This design comes from an exercise in tuning for small area on the open sky130 flow, not from production work. Where RTL was checked, it was by simulation tests only, not by an equivalence proof against the original. No functional check of the RTL was part of run 2. Power is estimated from default activity; no workload was simulated.

[design.v]
module id_decode_pipe #(
  parameter int XLEN = 32,
  parameter int NREG = 32,
  parameter int AW   = $clog2(NREG)
) (
  input  logic            clk,
  input  logic            rst,
  input  logic            in_valid,
  output logic            in_ready,
  input  logic [XLEN-1:0] in_pc,
  input  logic [31:0]     in_instr,
  input  logic            hz_stall,
  input  logic            flush,
  input  logic            wb_we,
  input  logic [AW-1:0]   wb_rd,
  input  logic [XLEN-1:0] wb_data,
  input  logic            mem_we,
  input  logic [AW-1:0]   mem_rd,
  input  logic [XLEN-1:0] mem_data,
  output logic            out_valid,
  input  logic            out_ready,
  output logic [AW-1:0]   out_rs1,
  output logic [AW-1:0]   out_rs2,
  output logic [AW-1:0]   out_rd,
  output logic [XLEN-1:0] out_rs1_data,
  output logic [XLEN-1:0] out_rs2_data,
  output logic [XLEN-1:0] out_imm,
  output logic [2:0]      out_funct3,
  output logic [6:0]      out_ctrl,
  output logic            br_taken,
  output logic [XLEN-1:0] br_target
);
  localparam logic [6:0] OPC_R      = 7'b0110011;
  localparam logic [6:0] OPC_IMM    = 7'b0010011;
  localparam logic [6:0] OPC_LOAD   = 7'b0000011;
  localparam logic [6:0] OPC_STORE  = 7'b0100011;
  localparam logic [6:0] OPC_LUI    = 7'b0110111;
  localparam logic [6:0] OPC_BRANCH = 7'b1100011;
  localparam logic [2:0] CL_NONE   = 3'd0;
  localparam logic [2:0] CL_R      = 3'd1;
  localparam logic [2:0] CL_IMM    = 3'd2;
  localparam logic [2:0] CL_LOAD   = 3'd3;
  localparam logic [2:0] CL_STORE  = 3'd4;
  localparam logic [2:0] CL_LUI    = 3'd5;
  localparam logic [2:0] CL_BRANCH = 3'd6;
  logic [NREG-1:1][XLEN-1:0] rf_q;
  logic [XLEN-1:0] wr_data;
  logic [NREG-1:1] wr_en, wr_en_n;
  logic [NREG-1:1][XLEN-1:0] rf_nx;
  logic wr_we;
  assign wr_data = wb_data;
  assign wr_we   = wb_we && !rst;
  always_comb begin
    for (int i = 1; i < NREG; i++) begin
      wr_en[i]   = wr_we && (wb_rd == AW'(i));
      wr_en_n[i] = !(wr_en[i] || rst);
    end
  end
  for (genvar i = 1; i < NREG; i++) begin : g_rf
    for (genvar b = 0; b < XLEN; b++) begin : g_b
      idp_hold u_hold (
        .q(rf_q[i][b]), .hn(wr_en_n[i]), .d(wr_data[b]), .h(wr_en[i]), .y(rf_nx[i][b])
      );
    end
  end
  always_ff @(posedge clk) begin
    rf_q <= rf_nx;
  end
  logic [AW-1:0]   rs1_s, rs2_s;
  logic [XLEN-1:0] rs1_val_s, rs2_val_s;
  logic [AW-1:0]   rd_idx [2];
  logic [XLEN-1:0] rd_val [2];
  assign rs1_s     = in_instr[19:15];
  assign rs2_s     = in_instr[24:20];
  assign rd_idx[0] = rs1_s;
  assign rd_idx[1] = rs2_s;
  for (genvar p = 0; p < 2; p++) begin : g_rd
    logic            nz, m_hit, w_hit;
    logic [32:0]     sel;
    assign nz    = (rd_idx[p] != '0);
    assign m_hit = nz && mem_we && (mem_rd == rd_idx[p]);
    assign w_hit = nz && !m_hit && wb_we && (wb_rd == rd_idx[p]);
    always_comb begin
      sel[0] = m_hit;
      sel[1] = w_hit;
      for (int i = 1; i < NREG; i++) begin
        sel[i+1] = (rd_idx[p] == AW'(i)) && !m_hit && !w_hit;
      end
    end
    for (genvar b = 0; b < XLEN; b++) begin : g_bit
      logic [32:0] d;
      always_comb begin
        d[0] = mem_data[b];
        d[1] = wb_data[b];
        for (int i = 1; i < NREG; i++) d[i+1] = rf_q[i][b];
      end
      idp_rd_bit u_bit (.d(d), .s(sel), .y(rd_val[p][b]));
    end
  end
  assign rs1_val_s = rd_val[0];
  assign rs2_val_s = rd_val[1];
  logic [6:0]  opcode_s;
  logic [2:0]  funct3_s;
  logic        is_branch_s;
  logic [32:0] diff_s;
  logic        eq_s, ltu_s, lts_s, br_cond_s;
  logic        in_ready_s, accept_s;
  assign opcode_s    = in_instr[6:0];
  assign funct3_s    = in_instr[14:12];
  assign is_branch_s = (opcode_s == OPC_BRANCH);
  assign diff_s = {1'b0, rs1_val_s} - {1'b0, rs2_val_s};
  assign eq_s   = (rs1_val_s == rs2_val_s);
  assign ltu_s  = diff_s[32];
  assign lts_s  = ltu_s ^ rs1_val_s[XLEN-1] ^ rs2_val_s[XLEN-1];
  always_comb begin
    case (funct3_s)
      3'b000:  br_cond_s = eq_s;
      3'b001:  br_cond_s = !eq_s;
      3'b100:  br_cond_s = lts_s;
      3'b101:  br_cond_s = !lts_s;
      3'b110:  br_cond_s = ltu_s;
      3'b111:  br_cond_s = !ltu_s;
      default: br_cond_s = 1'b0;
    endcase
  end
  assign in_ready_s = !rst && !hz_stall && !flush && (!out_valid || out_ready);
  assign accept_s   = in_valid && in_ready_s;
  assign in_ready  = in_ready_s;
  assign br_taken  = accept_s && is_branch_s && br_cond_s;
  logic [12:1]  bimm_lo;
  logic [13:1]  cy;
  logic [31:13] pfx_one, pfx_zero;
  logic         tgt_inc, tgt_dec;
  assign bimm_lo = {in_instr[31], in_instr[7], in_instr[30:25], in_instr[11:8]};
  assign cy[1]   = 1'b0;
  assign br_target[0] = in_pc[0];
  for (genvar i = 1; i <= 12; i++) begin : g_tgt_lo
    assign br_target[i] = in_pc[i] ^ bimm_lo[i] ^ cy[i];
    assign cy[i+1]      = (in_pc[i] & bimm_lo[i]) | (cy[i] & (in_pc[i] ^ bimm_lo[i]));
  end
  assign tgt_inc      = cy[13] & ~in_instr[31];
  assign tgt_dec      = ~cy[13] & in_instr[31];
  assign pfx_one[13]  = 1'b1;
  assign pfx_zero[13] = 1'b1;
  for (genvar i = 14; i <= 31; i++) begin : g_tgt_pfx
    assign pfx_one[i]  = pfx_one[i-1] & in_pc[i-1];
    assign pfx_zero[i] = pfx_zero[i-1] & ~in_pc[i-1];
  end
  for (genvar i = 13; i <= 31; i++) begin : g_tgt_hi
    idp_incdec_bit u_bit (
      .a(in_pc[i]), .p(pfx_one[i]), .z(pfx_zero[i]), .inc(tgt_inc), .dec(tgt_dec),
      .y(br_target[i])
    );
  end
  logic [2:0]      class_s;
  logic [31:7]     q_ins;
  logic [2:0]      q_class;
  logic [XLEN-1:0] q_rs1_data, q_rs2_data;
  logic            valid_q;
  always_comb begin
    case (opcode_s)
      OPC_R:      class_s = CL_R;
      OPC_IMM:    class_s = CL_IMM;
      OPC_LOAD:   class_s = CL_LOAD;
      OPC_STORE:  class_s = CL_STORE;
      OPC_LUI:    class_s = CL_LUI;
      OPC_BRANCH: class_s = CL_BRANCH;
      default:    class_s = CL_NONE;
    endcase
  end
  always_ff @(posedge clk) begin
    if (rst) begin
      valid_q <= 1'b0;
    end else if (flush) begin
      valid_q <= 1'b0;
    end else if (accept_s) begin
      valid_q <= 1'b1;
    end else if (out_ready) begin
      valid_q <= 1'b0;
    end
  end
  localparam int IDEX_W = 25 + 3 + 2 * XLEN;
  logic              idex_ld, idex_ld_n;
  logic [IDEX_W-1:0] idex_q, idex_d, idex_nx;
  assign idex_ld   = !flush && accept_s;
  assign idex_ld_n = !idex_ld;
  assign idex_d    = {in_instr[31:7], class_s, rs1_val_s, rs2_val_s};
  for (genvar b = 0; b < IDEX_W; b++) begin : g_idex
    idp_hold u_hold (
      .q(idex_q[b]), .hn(idex_ld_n), .d(idex_d[b]), .h(idex_ld), .y(idex_nx[b])
    );
  end
  always_ff @(posedge clk) begin
    idex_q <= idex_nx;
  end
  assign {q_ins, q_class, q_rs1_data, q_rs2_data} = idex_q;
  logic [XLEN-1:0] imm_o;
  logic [6:0]      ctrl_o;
  always_comb begin
    imm_o  = '0;
    ctrl_o = 7'b0000000;
    case (q_class)
      CL_R: begin
        ctrl_o = (q_ins[30] && (q_ins[14:12] == 3'b000)) ? 7'b0100100 : 7'b0100010;
      end
      CL_IMM: begin
        imm_o  = {{20{q_ins[31]}}, q_ins[31:20]};
        ctrl_o = 7'b0100001;
      end
      CL_LOAD: begin
        imm_o  = {{20{q_ins[31]}}, q_ins[31:20]};
        ctrl_o = 7'b1101001;
      end
      CL_STORE: begin
        imm_o  = {{20{q_ins[31]}}, q_ins[31:25], q_ins[11:7]};
        ctrl_o = 7'b0010001;
      end
      CL_LUI: begin
        imm_o  = {q_ins[31:12], 12'h000};
        ctrl_o = 7'b0100001;
      end
      CL_BRANCH: begin
        imm_o  = {{20{q_ins[31]}}, q_ins[7], q_ins[30:25], q_ins[11:8], 1'b0};
      end
      default: ;
    endcase
  end
  assign out_valid    = valid_q;
  assign out_rs1      = q_ins[19:15];
  assign out_rs2      = q_ins[24:20];
  assign out_rd       = q_ins[11:7];
  assign out_funct3   = q_ins[14:12];
  assign out_rs1_data = q_rs1_data;
  assign out_rs2_data = q_rs2_data;
  assign out_imm      = imm_o;
  assign out_ctrl     = ctrl_o;
endmodule
module idp_rd_bit (
  input  logic [32:0] d,
  input  logic [32:0] s,
  output logic        y
);
  logic [10:0] n;
  for (genvar g = 0; g < 11; g++) begin : g_aoi
    idp_aoi222 u_aoi (
      .a1(d[3*g]),   .a2(s[3*g]),
      .b1(d[3*g+1]), .b2(s[3*g+1]),
      .c1(d[3*g+2]), .c2(s[3*g+2]),
      .y(n[g])
    );
  end
  assign y = ~&n;
endmodule
module idp_aoi222 (
  input  logic a1, a2, b1, b2, c1, c2,
  output logic y
);
  assign y = ~((a1 & a2) | (b1 & b2) | (c1 & c2));
endmodule
module idp_hold (
  input  logic q,
  input  logic hn,
  input  logic d,
  input  logic h,
  output logic y
);
  assign y = (q & hn) | (d & h);
endmodule
module idp_incdec_bit (
  input  logic a,
  input  logic p,
  input  logic z,
  input  logic inc,
  input  logic dec,
  output logic y
);
  assign y = a ^ ((inc & p) | (dec & z));
endmodule
[flow/run.sh]
#!/bin/bash
# The standard layout (standard.sh, standard synthesis) with two changes:
#  - port buffers use the smallest buffer cell (buf_1) instead of the flow's default pick;
#  - the clock tree uses small clock buffers in small clusters and no dummy loads.
# Each make step's full output is in orfs/logs/...; this script's own output is in flow_run.log.
set -euo pipefail
export BUFFER_PORTS_ARGS="-buffer_cell sky130_fd_sc_hd__buf_1"
export CTS_ARGS="-sink_clustering_enable -repair_clock_nets -dont_use_dummy_load -buf_list {sky130_fd_sc_hd__clkbuf_4 sky130_fd_sc_hd__clkbuf_8} -sink_clustering_size 16 -sink_clustering_max_diameter 50"
bash standard.sh > flow_run.log 2>&1
[standard.sh]
#!/bin/bash
# synth_recipe.tcl (not shown) runs the flow's synth.tcl, then flattens the netlist and writes it again
# the make line also repeats each setting of config.mk as NAME=value (left out here)
make -C /OpenROAD-flow-scripts/flow DESIGN_CONFIG=/design/flow/config.mk WORK_HOME=/design/flow/orfs CLKGATE_MAP_FILE= SYNTH_SCRIPT=/design/flow/synth_recipe.tcl "${@:-finish}"
[config.mk]
export PLATFORM = sky130hd
export DESIGN_NAME = id_decode_pipe
export DESIGN_NICKNAME = id_decode_pipe
export VERILOG_FILES = /design/flow/design.v
export SDC_FILE = /design/flow/constraint.sdc
export NUM_CORES = 4
export LEC_CHECK = 0
export CAP_MARGIN = 20
export CORE_MARGIN = 2
export CORE_UTILIZATION = 40
export SLEW_MARGIN = 20
export SYNTH_HIERARCHICAL = 1
[constraint.sdc]
create_clock -name core_clock -period 11.0 [get_ports {clk}]
set_input_delay 2.2000 -clock core_clock [delete_from_list [all_inputs] [get_ports {clk}]]
set_output_delay 2.2000 -clock core_clock [all_outputs]
set_load 0.01 [all_outputs]
==> reports/summary.json, run 1 <==
{
  "final_layout": {
    "cell_count_final_fillers_out": 5647,
    "num-nets-final": 4415,
    "layout.filler_cells": 10059,
    "layout-drive-gt1-share": 0.1148,
    "area_growth_syn_to_layout_pct": 14.46
  },
  "clock_tree": {
    "cts_inserted_buffers": 117,
    "cts_tree": "yes",
    "cts-htree-levels": 3,
    "cts.hold.buffers_added": 0,
    "clk-insertion-delay-late_ns": 0.84,
    "clkSinkCount": 1085,
    "cts.root.buffer_cell": "sky130_fd_sc_hd__clkbuf_8",
    "max_clock_buf_depth": 3,
    "cts_setup_buffers": 0,
    "clock_pin_transition_on_the_worst_setup_and_hold_timing_paths_ns": 0.06
  },
  "logic_synthesis": {
    "syn_area_per_cell_um2": 11.68,
    "synth_seq_cells": 1085,
    "share_of_flip_flops_with_an_asynchronous_set_or_reset": 0,
    "synth.cell_area_um2": 43770,
    "synth.cells.most_frequent": "sky130_fd_sc_hd__a22o_1 (1089), sky130_fd_sc_hd__dfxtp_1 (1085), sky130_fd_sc_hd__a222oi_1 (704)",
    "synthMostInstantiatedCell": "sky130_fd_sc_hd__a22o_1",
    "synthDistinctLibCells": 55,
    "synth_top_cell_area_share": 0.4962,
    "synth_cells": 3748,
    "most_used_flip_flop_cell_after_synthesis": "sky130_fd_sc_hd__dfxtp_1",
    "ys_warn_count": 10,
    "number_of_synthesized_flops_with_an_enable_pin": 0,
    "synth_sequential_area_ratio": 0.4962,
    "yosys-top-cells-area": "sky130_fd_sc_hd__dfxtp_1 (50%), sky130_fd_sc_hd__a22o_1 (22%), sky130_fd_sc_hd__a222oi_1 (16%), sky130_fd_sc_hd__nand4_1 (2.0%), sky130_fd_sc_hd__buf_4 (1.4%)",
    "library_cell_occupying_the_most_area_in_the_post_synthesis_netlist": "sky130_fd_sc_hd__dfxtp_1"
  },
  "floorplanning": {
    "die_wd_um": 334.8,
    "core_area_um2": 108700,
    "number_of_primary_i_o_pins": 302,
    "die-area_um2": 112100,
    "start_util": 0.4027,
    "rows": 121,
    "fp.dieH_um": 334.8
  },
  "global_routing": {
    "grt_start_max_net_pins": 52,
    "grt.overflow.total": 0,
    "grtUsageTotal": 0.3636,
    "antenna_found_initial": 22,
    "wire_length_of_the_first_global_routing_pass_um": 300200,
    "vias_in_the_first_global_route": 39988
  },
  "route": {
    "detailedRoute.firstPassIterationCount": 15,
    "totalWireLength_um": 215200,
    "via_count": 44191,
    "viasPerCell": 7.826,
    "met3_wirelength_um": 32780,
    "met1Wirelength_um": 79720,
    "detail-route-antenna-nets": 0,
    "post_drt_wl_per_cell_um": 38.10,
    "drc_violations_left": 0,
    "topRoutingLayerUsed": "met5",
    "dr_wl_met2_um": 86960,
    "drt-initial-drc-count": 10743
  },
  "placed_design": {
    "dp.final_hpwl_um": 133900,
    "numPlacedInstances": 5511,
    "gpl.final_weighted_congestion": 1.014,
    "placement.io_buffers": 299
  },
  "critical_path": {
    "critical_path.startpoint_type": "primary input",
    "critical_path_required_ns": 8.80,
    "critical_path_arrival_ns": 8.61,
    "end_kind": "primary output",
    "cp_max_fo": 18,
    "critPathKind": "in2out"
  },
  "timing": {
    "finClkSkew_ns": 0.1112,
    "timing.final.setup_violations": 0,
    "achievable-frequency_mhz": 92.49,
    "timing.final.max_slew_violations": 0,
    "finalWorstPathRequiredPeriod_ns": 10.81,
    "worst-slew-pin-transition_ns": 1.314,
    "fin_crit_sh": 0.9829,
    "worst_slew_margin_rel": 0.1218,
    "unrepaired_setup_endpoints_after_global_routing": "false",
    "final_hold_viol_count": 0
  },
  "power": {
    "worst_ir_drop_vdd_uv": 83.17,
    "power_density_nw_per_um2": 139.8,
    "total_power_w": 0.007005,
    "total_leakage_power_nw": 18.01
  },
  "hold_path": {
    "worstHoldPathType": "reg2reg"
  },
  "run": {
    "cap_violations": 0
  },
  "status": {
    "run_status": "no timing/DRC/antenna violations"
  }
}
## metal layers
| metal | vias to the layer above | track usage |
|---|---|---|
| met5 | - | 0 |
| met4 | 12 | 0.2137 |
| met3 | 815 | 0.1227 |
| met2 | 3911 | 0.5176 |
| met1 | 21673 | 0.4756 |
| li1 | 17780 | - |
## flip-flops by register name, indices dropped and copies added, names as in the netlist
register	count
valid_q	1
rf_q	992
idex_q	92
## worst max-delay path, stage by stage
cell,delay (ns)
sky130_fd_sc_hd__buf_1,0.09
sky130_fd_sc_hd__nor2_2,0.32
sky130_fd_sc_hd__nor4b_2,0.44
sky130_fd_sc_hd__nor4_4,0.11
sky130_fd_sc_hd__or4_1,0.60
sky130_fd_sc_hd__nand3b_1,0.37
sky130_fd_sc_hd__buf_4,0.28
sky130_fd_sc_hd__nor2_4,0.14
sky130_fd_sc_hd__buf_4,0.30
sky130_fd_sc_hd__a222oi_1,0.39
sky130_fd_sc_hd__nand4_1,0.53
sky130_fd_sc_hd__or3_1,0.64
sky130_fd_sc_hd__ha_1,0.36
sky130_fd_sc_hd__a21oi_1,0.23
sky130_fd_sc_hd__a2111o_1,0.17
sky130_fd_sc_hd__o211ai_1,0.31
sky130_fd_sc_hd__a211oi_2,0.47
sky130_fd_sc_hd__xnor2_1,0.17
sky130_fd_sc_hd__a21oi_1,0.09
sky130_fd_sc_hd__nor3_1,0.19
sky130_fd_sc_hd__buf_1,0.19
## through the flow
stage	hold WS [ns]	setup slack (ns)	area, um2	util	setup TNS (ns)
final	0.4876	0.1881	50100	0.4609	0
after global routing	0.4984	0.03788	50090	0.4608	0
after CTS	0.4885	0.08361	49880	0.4589	0
after detailed placement	0.4691	-0.08754	48270	0.4440	-0.08754
after global placement	0.4660	-0.04588	48070	0.4423	-0.04588
after floorplan	0.4538	0.4354	43780	-	0
## report_power, final
part           switching, W  internal [W]
logic              0.000480      0.000169
registers         0.0000523       0.00398
clock network       0.00139      0.000934
total               0.00192       0.00508
## path summary, 6_finish.rpt
kind	start	endpoint	slack, ns	depth (start not counted)
setup / recovery	in_instr[17]	br_taken	0.19	21
hold / removal	idex_q[16]$_DFF_P_	idex_q[16]$_DFF_P_	0.49	1
setup reg to reg	valid_q$_SDFFE_PP0P_	idex_q[41]$_DFF_P_	8.07	6
hold reg to reg	idex_q[16]$_DFF_P_	idex_q[16]$_DFF_P_	0.49	1
## modules after synthesis (local to each module, per instance)
| module | flops+latches | copies in the design | cells inside |
|---|---|---|---|
| id_decode_pipe | 1085 | 1 | 1666 |
| idp_rd_bit | 0 | 64 | 4 |
| idp_hold | 0 | 1084 | 1 |
| idp_incdec_bit | 0 | 19 | 2 |
| idp_aoi222 | 0 | 704 | 1 |
## logic make-up (layout without fill, tap and decap cells)
logic type | Yosys count | after routing | share of synthesized area
compound gates | 1863 | 1863 | 0.3922
other cells | 1 | 12 | 0.00008567
simple gates | 548 | 550 | 0.06677
buf+inv | 162 | 634 | 0.02118
mux | 1 | 1 | 0.0002572
flops | 1085 | 1085 | 0.4962
fa+ha+maj | 44 | 44 | 0.01446
xor+xnor | 44 | 44 | 0.008804
## cells in the final DEF (no fill, tap or decap), drive strengths merged, types with 7 or more instances in the layout
| cell type | netlist | final |
|---|---|---|
| inv | 54 | 54 |
| xnor2 | 34 | 34 |
| nor2b | 11 | 11 |
| and3 | 7 | 7 |
| buf | 87 | 428 |
| diode | 0 | 10 |
| a21o | 19 | 19 |
| a222oi | 704 | 704 |
| nor2 | 151 | 153 |
| and2 | 15 | 15 |
| a22oi | 19 | 19 |
| a22o | 1089 | 1089 |
| nand2 | 38 | 38 |
| dfxtp | 1085 | 1085 |
| fa | 11 | 11 |
| nand3 | 77 | 77 |
| nand4 | 138 | 138 |
| a21oi | 14 | 14 |
| nor3 | 14 | 14 |
| clkbuf | 21 | 152 |
| ha | 33 | 33 |
| or3 | 66 | 66 |
| xor2 | 10 | 10 |
## timing repair
item	in CTS	in global routing
cloned	0	2
gates resized for setup	1	6
endpoints found under the hold margin	0	0
pin swaps	0	4
setup endpoints to repair	1	1
## area by class of cell
cell class / count / area, um2 / area share
sequential: 1085 / 21720 / 0.4335
clock buffer: 117 / 1610 / 0.03214
timing repair buffer: 463 / 2650 / 0.05289
multi-input combinational: 2504 / 22120 / 0.4415
tap: 1414 / 1769 / 0.03531
inverter: 54 / 205.2 / 0.004096
antenna: 10 / 25.02 / 0.0004995
==> run 2: changes to the inputs <==
--- a/design.v
+++ b/design.v
@@ -47,22 +47,20 @@
   logic [XLEN-1:0] wr_data;
-  logic [NREG-1:1] wr_en, wr_en_n;
-  logic [NREG-1:1][XLEN-1:0] rf_nx;
-  logic wr_we;
-  assign wr_data = wb_data;
-  assign wr_we   = wb_we && !rst;
+  logic [NREG-1:1] wr_en;
+  assign wr_data = wb_data & {XLEN{~rst}};
+  logic [NREG-1:1] wr_dec;
+  logic [NREG-1:1] wr_en_hi;
   always_comb begin
     for (int i = 1; i < NREG; i++) begin
-      wr_en[i]   = wr_we && (wb_rd == AW'(i));
-      wr_en_n[i] = !(wr_en[i] || rst);
-    end
-  end
-  for (genvar i = 1; i < NREG; i++) begin : g_rf
-    for (genvar b = 0; b < XLEN; b++) begin : g_b
-      idp_hold u_hold (
-        .q(rf_q[i][b]), .hn(wr_en_n[i]), .d(wr_data[b]), .h(wr_en[i]), .y(rf_nx[i][b])
-      );
-    end
+      wr_dec[i] = wb_we && (wb_rd == AW'(i));
+    end
+  end
+  for (genvar i = 1; i < NREG; i++) begin : g_wen
+    idp_or2 u_lo (.a(rst), .b(wr_dec[i]), .y(wr_en[i]));
+    idp_or2 u_hi (.a(rst), .b(wr_dec[i]), .y(wr_en_hi[i]));
   end
   always_ff @(posedge clk) begin
-    rf_q <= rf_nx;
+    for (int i = 1; i < NREG; i++) begin
+      if (wr_en[i])    rf_q[i][XLEN/2-1:0]    <= wr_data[XLEN/2-1:0];
+      if (wr_en_hi[i]) rf_q[i][XLEN-1:XLEN/2] <= wr_data[XLEN-1:XLEN/2];
+    end
   end
@@ -78,12 +76,19 @@
     logic            nz, m_hit, w_hit;
-    logic [32:0]     sel;
-    assign nz    = (rd_idx[p] != '0);
-    assign m_hit = nz && mem_we && (mem_rd == rd_idx[p]);
-    assign w_hit = nz && !m_hit && wb_we && (wb_rd == rd_idx[p]);
+    logic            no_hit;
+    logic [NREG-1:1] dec;
+    logic [32:0]     sel, sel_hi;
+    assign nz     = (rd_idx[p] != '0);
+    assign m_hit  = nz && mem_we && (mem_rd == rd_idx[p]);
+    assign w_hit  = nz && !m_hit && wb_we && (wb_rd == rd_idx[p]);
+    assign no_hit = !m_hit && !w_hit;
     always_comb begin
-      sel[0] = m_hit;
-      sel[1] = w_hit;
-      for (int i = 1; i < NREG; i++) begin
-        sel[i+1] = (rd_idx[p] == AW'(i)) && !m_hit && !w_hit;
-      end
+      for (int i = 1; i < NREG; i++) dec[i] = (rd_idx[p] == AW'(i));
+    end
+    assign sel[0]    = m_hit;
+    assign sel[1]    = w_hit;
+    assign sel_hi[0] = m_hit;
+    assign sel_hi[1] = w_hit;
+    for (genvar i = 1; i < NREG; i++) begin : g_sel
+      idp_and2 u_lo (.a(dec[i]), .b(no_hit), .y(sel[i+1]));
+      idp_and2 u_hi (.a(dec[i]), .b(no_hit), .y(sel_hi[i+1]));
     end
@@ -96,3 +101,3 @@
       end
-      idp_rd_bit u_bit (.d(d), .s(sel), .y(rd_val[p][b]));
+      idp_rd_bit u_bit (.d(d), .s((b < XLEN/2) ? sel : sel_hi), .y(rd_val[p][b]));
     end
@@ -149,6 +154,3 @@
   for (genvar i = 13; i <= 31; i++) begin : g_tgt_hi
-    idp_incdec_bit u_bit (
-      .a(in_pc[i]), .p(pfx_one[i]), .z(pfx_zero[i]), .inc(tgt_inc), .dec(tgt_dec),
-      .y(br_target[i])
-    );
+    assign br_target[i] = in_pc[i] ^ ((tgt_inc & pfx_one[i]) | (tgt_dec & pfx_zero[i]));
   end
@@ -181,17 +183,10 @@
   end
-  localparam int IDEX_W = 25 + 3 + 2 * XLEN;
-  logic              idex_ld, idex_ld_n;
-  logic [IDEX_W-1:0] idex_q, idex_d, idex_nx;
-  assign idex_ld   = !flush && accept_s;
-  assign idex_ld_n = !idex_ld;
-  assign idex_d    = {in_instr[31:7], class_s, rs1_val_s, rs2_val_s};
-  for (genvar b = 0; b < IDEX_W; b++) begin : g_idex
-    idp_hold u_hold (
-      .q(idex_q[b]), .hn(idex_ld_n), .d(idex_d[b]), .h(idex_ld), .y(idex_nx[b])
-    );
-  end
   always_ff @(posedge clk) begin
-    idex_q <= idex_nx;
-  end
-  assign {q_ins, q_class, q_rs1_data, q_rs2_data} = idex_q;
+    if (!flush && accept_s) begin
+      q_ins      <= in_instr[31:7];
+      q_class    <= class_s;
+      q_rs1_data <= rs1_val_s;
+      q_rs2_data <= rs2_val_s;
+    end
+  end
   logic [XLEN-1:0] imm_o;
@@ -259,20 +254,13 @@
 endmodule
-module idp_hold (
-  input  logic q,
-  input  logic hn,
-  input  logic d,
-  input  logic h,
+module idp_or2 (
+  input  logic a, b,
   output logic y
 );
-  assign y = (q & hn) | (d & h);
-endmodule
-module idp_incdec_bit (
-  input  logic a,
-  input  logic p,
-  input  logic z,
-  input  logic inc,
-  input  logic dec,
+  assign y = a | b;
+endmodule
+module idp_and2 (
+  input  logic a, b,
   output logic y
 );
-  assign y = a ^ ((inc & p) | (dec & z));
-endmodule
+  assign y = a & b;
+endmodule
--- a/config.mk
+++ b/config.mk
@@ -7,6 +7,6 @@
 export LEC_CHECK = 0
-export CAP_MARGIN = 20
+export CAP_MARGIN = 10
 export CORE_MARGIN = 2
-export CORE_UTILIZATION = 40
-export SLEW_MARGIN = 20
+export CORE_UTILIZATION = 60
+export SLEW_MARGIN = 10
 export SYNTH_HIERARCHICAL = 1
==> run 2 against run 1 <==
Compared with the run above:
- the layout now fails its checks (setup timing)
- non-clock buffer count is 64 lower
- power is 15% higher
- clock skew is 0.022 ns lower
- synthesized area is 4.5% higher
- combinational power is about 30% higher
- critical path type unchanged
- critical endpoint is now br_target[29]
- largest cell class is now registers
==> reports/summary.json, run 2 <==
{
  "critical_path": {
    "r2r_setup_slack": {"value": 8.12, "unit": "ns", "change": "+0.05 ns"},
    "setup.worst_path.end": "br_target[29]",
    "timing.critical_path.cells": "buf_8 > ha_4 > fa_2 > fa_2 > fa_2 > fa_2 > fa_2 > fa_2 > fa_2 > fa_2 > fa_2 > fa_2 > inv_2 > fa_2 > ha_4 > or4b_4 > nor3_4 > or4b_4 > or4_4 > or4b_4 > buf_4 > nand2_2 > xor2_1 > buf_2",
    "crit_path_max_incr_delay": {"value": 0.53, "unit": "ns", "change": "-0.11 ns"},
    "critical_path_arrival": {"value": 9.16, "unit": "ns", "change": "+0.55 ns"},
    "cp_max_fo": {"value": 3, "change": "-15"},
    "path_common_cell": "sky130_fd_sc_hd__fa_2",
    "critPathKind": "in2out",
    "reg2reg_from": "valid_q$_SDFFE_PP0P_",
    "crit_start": "in_instr[8]",
    "critical_path_required": {"value": 8.80, "unit": "ns", "change": "about the same"},
    "critical_path.reg2reg.endpoint": "q_class[1]$_DFFE_PP_",
    "critical_path.startpoint_type": "primary input",
    "end_kind": "primary output",
    "reg2reg_depth": {"value": 5, "change": "-1"},
    "critical_path.slowest_cell": "sky130_fd_sc_hd__or4_4"
  },
  "clock_tree": {
    "clock_pin_transition_on_the_worst_setup_and_hold_timing_paths": {"value": 0.08, "unit": "ns", "change": "+0.02 ns"},
    "cts-htree-levels": {"value": 3, "change": "unchanged"},
    "cts_inserted_buffers": {"value": 102, "change": "-13%"},
    "cts_tree": "yes",
    "clkSinkCount": {"value": 1085, "change": "unchanged"},
    "max_clock_buf_depth": {"value": 3, "change": "unchanged"},
    "clk-insertion-delay-late": {"value": 0.75, "unit": "ns", "change": "-0.09 ns"},
    "cts.root.buffer_cell": "sky130_fd_sc_hd__clkbuf_8"
  },
  "floorplanning": {
    "start_util": {"value": 0.6042, "change": "+0.2015"},
    "fp.dieH": {"value": 280.1, "unit": "um", "change": "-16%"},
    "number_of_primary_i_o_pins": {"value": 302, "change": "unchanged"},
    "die-area": {"value": 78450, "unit": "um2", "change": "-30%"},
    "core_area": {"value": 75700, "unit": "um2", "change": "-30%"},
    "rows": {"value": 101, "change": "-17%"},
    "die_wd": {"value": 280.1, "unit": "um", "change": "-16%"}
  },
  "placed_design": {
    "placement.io_buffers": {"value": 299, "change": "unchanged"},
    "preCtsSetupSlack": {"value": -0.3340, "unit": "ns", "change": "-0.2464 ns"},
    "dp.final_hpwl": {"value": 106300, "unit": "um", "change": "-21%"},
    "numPlacedInstances": {"value": 4097, "change": "-26%"},
    "gpl.final_weighted_congestion": {"value": 1.014, "change": "about the same"}
  },
  "logic_synthesis": {
    "synth_top_cell_area_share": {"value": 0.7117, "change": "+0.2155"},
    "number_of_synthesized_flops_with_an_enable_pin": {"value": 1084, "change": "+1084"},
    "synth_cells": {"value": 2779, "change": "-26%"},
    "synthMostInstantiatedCell": "sky130_fd_sc_hd__edfxtp_1",
    "most_used_flip_flop_cell_after_synthesis": "sky130_fd_sc_hd__edfxtp_1",
    "library_cell_occupying_the_most_area_in_the_post_synthesis_netlist": "sky130_fd_sc_hd__edfxtp_1",
    "syn_area_per_cell": {"value": 16.46, "unit": "um2", "change": "+41%"},
    "synth_sequential_area_ratio": {"value": 0.7122, "change": "+0.2159"},
    "ys_warn_count": {"value": 10, "change": "unchanged"},
    "synth_seq_cells": {"value": 1085, "change": "unchanged"},
    "share_of_flip_flops_with_an_asynchronous_set_or_reset": {"value": 0, "change": "unchanged"},
    "synth.cells.most_frequent": "sky130_fd_sc_hd__edfxtp_1 (1084), sky130_fd_sc_hd__a222oi_1 (704), sky130_fd_sc_hd__nand4_1 (139)",
    "synthDistinctLibCells": {"value": 50, "change": "-9.1%"},
    "yosys-top-cells-area": "sky130_fd_sc_hd__edfxtp_1 (71%), sky130_fd_sc_hd__a222oi_1 (15%), sky130_fd_sc_hd__nand4_1 (1.9%), sky130_fd_sc_hd__and2_1 (1.8%), sky130_fd_sc_hd__ha_1 (0.98%)",
    "synth.cell_area": {"value": 45740, "unit": "um2", "change": "+4.5%"}
  },
  "power": {
    "total_leakage_power": {"value": 16.67, "unit": "nW", "change": "-7.4%"},
    "power_density": {"value": 159.8, "unit": "nW/um2", "change": "+14%"},
    "worst_ir_drop_vdd": {"value": 108.9, "unit": "uV", "change": "+31%"}
  },
  "timing": {
    "worst-slew-pin-transition": {"value": 1.317, "unit": "ns", "change": "+0.002919 ns"},
    "finClkSkew": {"value": 0.08964, "unit": "ns", "change": "-0.02160 ns"},
    "fin_setup_tns": {"value": -1.658, "unit": "ns", "change": "-1.658 ns"},
    "timing.final.max_slew_violations": {"value": 0, "change": "unchanged"},
    "setup_slack": {"value": -0.3563, "unit": "ns", "change": "-0.5445 ns"},
    "fin_crit_sh": {"value": 1.032, "change": "+0.04950"},
    "timing.final.setup_violations": {"value": 7, "change": "+7"},
    "unrepaired_setup_endpoints_after_global_routing": "true",
    "final_hold_viol_count": {"value": 0, "change": "unchanged"},
    "achievable-frequency": {"value": 88.06, "unit": "MHz", "change": "-4.8%"},
    "finalWorstPathRequiredPeriod": {"value": 11.36, "unit": "ns", "change": "+0.5445 ns"},
    "worst_slew_margin_rel": {"value": 0.1180, "change": "-0.003842"},
    "whs": {"value": 0.6575, "unit": "ns", "change": "+0.1699 ns"}
  },
  "hold_path": {
    "worstHoldPathType": "reg2reg"
  },
  "global_routing": {
    "grtUsageTotal": {"value": 0.4087, "change": "+0.04510"},
    "gr-usage-met2": {"value": 0.6374, "change": "+0.1198"},
    "wire_length_of_the_first_global_routing_pass": {"value": 229500, "unit": "um", "change": "-24%"},
    "antenna_found_initial": {"value": 12, "change": "-45%"},
    "grt.overflow.total": {"value": 0, "change": "unchanged"},
    "grt_start_max_net_pins": {"value": 62, "change": "+19%"},
    "top_usage_layer": "met2",
    "grtUsageMet3": {"value": 0.08952, "change": "-0.03319"},
    "met1_usage": {"value": 0.5324, "change": "+0.05679"},
    "vias_in_the_first_global_route": {"value": 33591, "change": "-16%"}
  },
  "final_layout": {
    "most_frequent_cells_in_the_layout": "sky130_fd_sc_hd__edfxtp_1 (1084), sky130_fd_sc_hd__a222oi_1 (704), sky130_fd_sc_hd__buf_1 (289)",
    "regMostFlops": "rf_q",
    "area_growth_syn_to_layout_pct": 10.00,
    "largest_reg_flops": {"value": 992, "change": "unchanged"},
    "layout-drive-gt1-share": {"value": 0.09173, "change": "-0.02312"},
    "num-nets-final": {"value": 3422, "change": "-22%"},
    "final_common_cell": "sky130_fd_sc_hd__edfxtp_1",
    "cell_count_final_fillers_out": {"value": 4216, "change": "-25%"},
    "largest_registers": "rf_q x992, q_rs1_data x32, q_rs2_data x32",
    "final_core_utilization": {"value": 0.6646, "change": "+0.2037"}
  },
  "route": {
    "via_count": {"value": 34623, "change": "-22%"},
    "drc_violations_left": {"value": 0, "change": "unchanged"},
    "drt-initial-drc-count": {"value": 8736, "change": "-19%"},
    "viasPerCell": {"value": 8.212, "change": "+4.9%"},
    "detailedRoute.firstPassIterationCount": {"value": 14, "change": "-1"},
    "detail-route-antenna-nets": {"value": 0, "change": "unchanged"},
    "post_drt_wl_per_cell": {"value": 38.79, "unit": "um", "change": "+1.8%"},
    "totalWireLength": {"value": 163500, "unit": "um", "change": "-24%"}
  },
  "status": {
    "run_status": "failed layout checks",
    "so.violations": "setup timing"
  },
  "run": {
    "cap_violations": {"value": 0, "change": "unchanged"}
  }
}
run 2: cell types whose count changed after synthesis, sizes merged, moves of 45 or more:
cell	before	now
edfxtp	0	1084
buf	87	22
a22o	1089	5
dfxtp	1085	1
and2	15	133
or2	1	67
nor2	151	106
run 2: cells by family after synthesis:
| family | after synthesis | synth area share |
|---|---|---|
| AOI/OAI and AO/OA | 775 | 0.1646 |
| xor gates and xnor gates | 40 | 0.007660 |
| adders and majority gates | 47 | 0.01466 |
| buffers and inverters | 95 | 0.009438 |
| DFF | 1085 | 0.7122 |
| muxes | 4 | 0.0009028 |
| and+or+nand+nor | 733 | 0.09058 |
run 2: worst min path at each step:
stage,to,slack (ns),startpoint,cells after the start
final,valid_q$_SDFFE_PP0P_,0.66,valid_q$_SDFFE_PP0P_,2
after global routing,valid_q$_SDFFE_PP0P_,0.68,valid_q$_SDFFE_PP0P_,2
after CTS,valid_q$_SDFFE_PP0P_,0.66,valid_q$_SDFFE_PP0P_,2
after detailed placement,valid_q$_SDFFE_PP0P_,0.64,valid_q$_SDFFE_PP0P_,2
after global placement,valid_q$_SDFFE_PP0P_,0.62,valid_q$_SDFFE_PP0P_,2
after floorplan,q_rs1_data[0]$_DFFE_PP_,0.64,rf_q[736]$_DFFE_PP_,3
run 2: timing repair:
item | CTS | global route
pin swaps | 1 | 6
resized for setup | 13 | 23
setup endpoints to repair | 6 | 8
gates cloned | 0 | 0
buffers inserted | 1 | 3
hold buffers | 0 | 0
run 2: layout make-up:
| class | count | area [um2] |
|---|---|---|
| fillers | 5334 | 25390 |
| well taps | 978 | 1224 |
| clock buffers | 102 | 1404 |
| flip-flops and latches | 1085 | 32570 |
| repair buffers | 399 | 1939 |
| diodes | 11 | 27.53 |
| multi-input cells | 1599 | 12990 |
| inverters | 42 | 160.2 |
run 2: per-stage QoR:
stage               total power [W]  cell area [um2]
floorplan                  0.005554            45790
detailed placement         0.005999            48700
global placement           0.005948            48700
CTS                        0.007999            50150
global route               0.008248            50290
finish                     0.008038            50310
run 2: critical path, delay by kind of cell:
family,cells,cell delay (ns)
XOR/XNOR,1,0.15
adder cells (fa/ha/maj),13,4.04
buffers and inverters,4,0.48
AND/OR/NAND/NOR,6,2.28
run 2: report_power, final:
group	total [W]	internal [W]	switching [W]
Clock	0.00209	0.000821	0.00127
Sequential	0.00511	0.00494	0.000170
Combinational	0.000845	0.000224	0.000621
Total	0.00804	0.00598	0.00206
run 2: Yosys stat by module (local to each module, per instance):
module / times used / cells inside / area (um2)
idp_rd_bit: 64 / 4 / 23.77
idp_aoi222: 704 / 1 / 10.01
id_decode_pipe: 1 / 1633 / 36000
idp_or2: 62 / 1 / 6.256
idp_and2: 124 / 1 / 6.256
run 2: routing by layer:
layer,share of wire,routed length [um]
met3,0.15,24070
met4,0.073,11950
met1,0.32,53080
met2,0.45,74320
met5,0.00072,117

[separate check: timing with driven ports]
In the flow no input, the clock included, has a driving cell. The finished layouts below were timed again as built, in two steps. Step 1 (the two cells are an assumption about what drives the block):
set clk [get_ports {clk}]
set_driving_cell -lib_cell sky130_fd_sc_hd__clkbuf_16 $clk
set_driving_cell -lib_cell sky130_fd_sc_hd__buf_2 [delete_from_list [all_inputs] $clk]
Step 2 times the ports against the registers' clock, not the clock port: input delays grow and output delays shrink by t, the midpoint of the rising clock arrivals with the driver on. Three values: ideal ports, drivers, drivers and shift; two values: the first two.
run	t, ns	slack for setup (ns)	hold WS [ns]	worst setup path at the end	worst register clock-pin slew, ns
run 1	0.863	0.188 / 0.167 / 0.167	0.488 / 0.488 / 0.488	input to output	0.10 / 0.10
run 2	0.782	-0.356 / -0.402 / -0.402	0.657 / 0.657 / 0.657	input to output	0.10 / 0.10
The setup slack of run 2, which loses most, moves by -0.046 ns with the drivers and by -0.046 ns with both steps.
